Source: an optimization exercise on an open RTL-to-GDS flow (aim: small area and a short achievable clock period). Production flows keep margins and buffers that such runs may drop.
In this exercise RTL edits were held to simulation tests only and were not proved equivalent to the original.

==> inputs of pepper <==
Design am_mult_top, start of the top module:
module am_mult_top
(
  input  logic                      clk,
  input  logic                      arst_n,
  input  logic [am_pkg::OP_W-1:0]   a,
  input  logic [am_pkg::OP_W-1:0]   b,
  output logic [am_pkg::PROD_W-1:0] product
);
clock: 9.5 ns
lec_check: 0
cap_margin: 20
core_margin: 2
core_utilization: 40
slew_margin: 20
synth_hierarchical: 1
synth_minimum_keep_size: 0
buffer_ports_args: -buffer_cell sky130_fd_sc_hd__buf_2
standard.sh (not shown) runs the stock make flow with config.mk's settings and CLKGATE_MAP_FILE= SYNTH_SCRIPT=/design/flow/synth_recipe.tcl, a recipe that flattens the netlist after the stock synthesis.
==> flow/flow/run.sh <==
#!/bin/bash
set -euo pipefail
echo 'export BUFFER_PORTS_ARGS = -buffer_cell sky130_fd_sc_hd__buf_2' >> config.mk
bash standard.sh > standard.log 2>&1
==> willow (differences from pepper) <==
==> flow/flow/run.sh (replaced) <==
#!/bin/bash
set -euo pipefail
echo 'export BUFFER_PORTS_ARGS = -buffer_cell sky130_fd_sc_hd__buf_2' >> config.mk
echo 'export SETUP_SLACK_MARGIN = 6.3' >> config.mk
bash standard.sh > standard.log 2>&1
==> flow/config.mk (replaced) <==
export PLATFORM = sky130hd
export DESIGN_NAME = am_mult_top
export DESIGN_NICKNAME = am_mult_top
export VERILOG_FILES = /design/flow/design.v
export SDC_FILE = /design/flow/constraint.sdc
export NUM_CORES = 4
export LEC_CHECK = 0
export CAP_MARGIN = 50
export CORE_MARGIN = 2
export CORE_UTILIZATION = 65
export CTS_BUF_LIST = sky130_fd_sc_hd__clkbuf_8 sky130_fd_sc_hd__clkbuf_4
export SLEW_MARGIN = 70
export SYNTH_HIERARCHICAL = 1
export SYNTH_MINIMUM_KEEP_SIZE = 0
export BUFFER_PORTS_ARGS = -buffer_cell sky130_fd_sc_hd__buf_2
export SETUP_SLACK_MARGIN = 6.3
==> nickel (differences from pepper) <==
==> flow/flow/run.sh (replaced) <==
#!/bin/bash
set -euo pipefail
echo 'export BUFFER_PORTS_ARGS = -buffer_cell sky130_fd_sc_hd__buf_2' >> config.mk
echo 'export SETUP_SLACK_MARGIN = 6.3' >> config.mk
bash standard.sh > standard.log 2>&1
--- a/flow/config.mk
+++ b/flow/config.mk
@@ -5,10 +5,11 @@
 export SDC_FILE = /design/flow/constraint.sdc
 export NUM_CORES = 4
 export LEC_CHECK = 0
-export CAP_MARGIN = 20
+export CAP_MARGIN = 50
 export CORE_MARGIN = 2
 export CORE_UTILIZATION = 40
-export SLEW_MARGIN = 20
+export SLEW_MARGIN = 70
 export SYNTH_HIERARCHICAL = 1
 export SYNTH_MINIMUM_KEEP_SIZE = 0
 export BUFFER_PORTS_ARGS = -buffer_cell sky130_fd_sc_hd__buf_2
+export SETUP_SLACK_MARGIN = 6.3
==> run notes <==
- Sequential share of layout area, highest first: pepper, willow, nickel.
- Via count: willow > nickel > pepper.
- In area after synthesis, pepper and nickel do not differ.
- Wire length: willow < pepper < nickel.

* * *

==> run a <==
am_mult_top, a different RTL version from the one above (not shown whole).
## am_mult_top
module am_mult_top
(
  input  logic                      clk,
  input  logic                      arst_n,
  input  logic [am_pkg::OP_W-1:0]   a,
  input  logic [am_pkg::OP_W-1:0]   b,
  output logic [am_pkg::PROD_W-1:0] product
);
export LEC_CHECK = 0
export CAP_MARGIN = 50
export CORE_MARGIN = 2
export CORE_UTILIZATION = 65
export CTS_CLUSTER_DIAMETER = 120
export CTS_CLUSTER_SIZE = 22
export SLEW_MARGIN = 70
export SYNTH_HIERARCHICAL = 1
export SYNTH_MINIMUM_KEEP_SIZE = 0
export BUFFER_PORTS_ARGS = -buffer_cell sky130_fd_sc_hd__buf_2
create_clock -name core_clock -period 9.5 [get_ports {clk}]
==> flow/flow/run.sh <==
#!/bin/bash
# The standard layout (standard.sh), with one change to how ORFS builds
# it: the ports are buffered with buf_2. buffer_ports otherwise picks a slow
# delay cell (clkdlybuf4s50), which then sits on every output path.
set -euo pipefail
echo 'export BUFFER_PORTS_ARGS = -buffer_cell sky130_fd_sc_hd__buf_2' >> config.mk
bash standard.sh > standard.log 2>&1
==> run b: changes against run a <==
==> flow/flow/run.sh (replaced) <==
#!/bin/bash
# The standard layout, with two changes to how ORFS builds it:
#  - ports are buffered with buf_2 (buffer_ports otherwise picks a slow
#    delay cell, which sits on every output path);
#  - repair_timing aims for 6.5 ns of setup slack at the design's period,
#    so that it sizes the critical paths (the SDC is not changed).
set -euo pipefail
echo 'export BUFFER_PORTS_ARGS = -buffer_cell sky130_fd_sc_hd__buf_2' >> config.mk
echo 'export SETUP_SLACK_MARGIN = 6.5' >> config.mk
bash standard.sh > standard.log 2>&1
CAP_MARGIN = 20   (was 50)
CTS_CLUSTER_DIAMETER = default   (was 120)
CTS_CLUSTER_SIZE = default   (was 22)
SETUP_SLACK_MARGIN = 6.5   (was default)
SLEW_MARGIN = 20   (was 70)
==> run notes <==
Against run b, the register-to-register slack of run a is lower by 0.21 ns.
Critical path depth is the same in run a and run b.
Between run b and run a, the lower utilization is in run a (gap 8.3 points).
Between run a and run b, the lower first-iteration DRC count is in run a (gap 33%, measured against run b).
Between run b and run a, the lower clock skew is in run b (gap 0.0065 ns).
Of run a and run b, run b has the higher count of clock-buffer cells in the layout (gap 30).

* * *

==> inputs of v1 <==
am_mult_top again, from the RTL that the note above started with.
clock: 9.5 ns
lec_check: 0
cap_margin: 20
core_margin: 2
core_utilization: 65
cts_cluster_diameter: 120
cts_cluster_size: 22
place_density: 0.8
slew_margin: 20
synth_hierarchical: 1
synth_minimum_keep_size: 0
buffer_ports_args: -buffer_cell sky130_fd_sc_hd__buf_2
==> flow/flow/run.sh <==
#!/bin/bash
# The standard layout (standard.sh), with one change to how ORFS builds
# it: the ports are buffered with buf_2. buffer_ports otherwise picks a slow
# delay cell (clkdlybuf4s50), which then sits on every output path.
set -euo pipefail
echo 'export BUFFER_PORTS_ARGS = -buffer_cell sky130_fd_sc_hd__buf_2' >> config.mk
bash standard.sh > standard.log 2>&1
==> v10 (differences from v1) <==
==> flow/flow/run.sh (replaced) <==
#!/bin/bash
# The standard layout (standard.sh), with one change to how ORFS builds
# it: the ports are buffered with buf_1. buffer_ports otherwise picks a slow
# delay cell (clkdlybuf4s50), which then sits on every output path.
set -euo pipefail
echo 'export BUFFER_PORTS_ARGS = -buffer_cell sky130_fd_sc_hd__buf_1' >> config.mk
bash standard.sh > standard.log 2>&1
BUFFER_PORTS_ARGS = -buffer_cell sky130_fd_sc_hd__buf_1   (was -buffer_cell sky130_fd_sc_hd__buf_2)
PLACE_DENSITY = unset   (was 0.8)
==> run notes <==
| item | v10 | v1 |
|---|---|---|
| Hold path endpoint | ops_i.a_r[53] | ops_i.a_q[8] |
| Count of buffer and inverter cells on the critical path | 1 | 0 |
| First-iteration detailed-routing DRC count | 1502 | 1521 |
| Met3 capacity usage during global routing | 9.22% | 9.77% |
| Fin Clk Skew | 0.0471 ns | 0.0205 ns |
| Met2 track utilization from global routing | 45.8% | 46.0% |
| Area growth from synthesis to layout | 2.24% | 2.56% |
| Met1 layer usage reported by global route | 43.6% | 40.4% |
| Largest fanout on the critical path | 13 | 24 |
| Number of antenna violations at the first check in global routing | 1 | 0 |
| Final cell count without fillers | 2320 | 2314 |
| Required @ worst endpoint | 9.94 ns | 9.95 ns |
| Fraction of standard cell area that is sequential | 34.9% | 34.8% |
| Run status | finished clean | finished clean |
| Setup slack on the worst flop-to-flop path | 6.04 ns | 5.77 ns |
| Worst Slack Setup Final | 6.04 ns | 5.77 ns |
| Portion of the clock cycle consumed by the worst path in the final layout | 36.4% | 39.2% |
| Multi-input combinational area share | 56.0% | 55.8% |

re-timing with driven ports:
How much do the figures lean on ideal ports? The routed layouts below were timed once more, with nothing changed but the port constraints.
Step 1 assumes that a clkbuf_16 drives the clock port and a buf_2 every other input.
Step 2, shift: input delay + t, output delay - t, t = (earliest + latest rising clock arrival at the registers) / 2. This alone moves slack from input paths to output paths.
Three values: ideal ports, drivers, drivers and shift; two values: the first two.
run	t (ns)	setup WS [ns]	hold slack, ns	worst setup path at the end	worst data-port slew with drivers (ns)
pepper	0.651	5.690 / 5.690 / 5.690	0.321 / 0.321 / 0.321	register to register	0.03
willow	0.682	6.121 / 6.121 / 6.121	0.321 / 0.321 / 0.321	register to register	0.05
nickel	0.645	6.241 / 6.241 / 6.241	0.321 / 0.321 / 0.321	register to register	0.03
run a	0.594	6.238 / 6.238 / 6.238	0.318 / 0.318 / 0.318	register to register	0.05
run b	0.614	6.444 / 6.444 / 6.444	0.315 / 0.315 / 0.315	register to register	0.03
v1	0.601	5.772 / 5.772 / 5.772	0.309 / 0.309 / 0.309	register to register	0.03
v10	0.596	6.043 / 6.043 / 6.043	0.285 / 0.285 / 0.285	register to register	0.04
After both steps setup and hold are still met in every run listed.
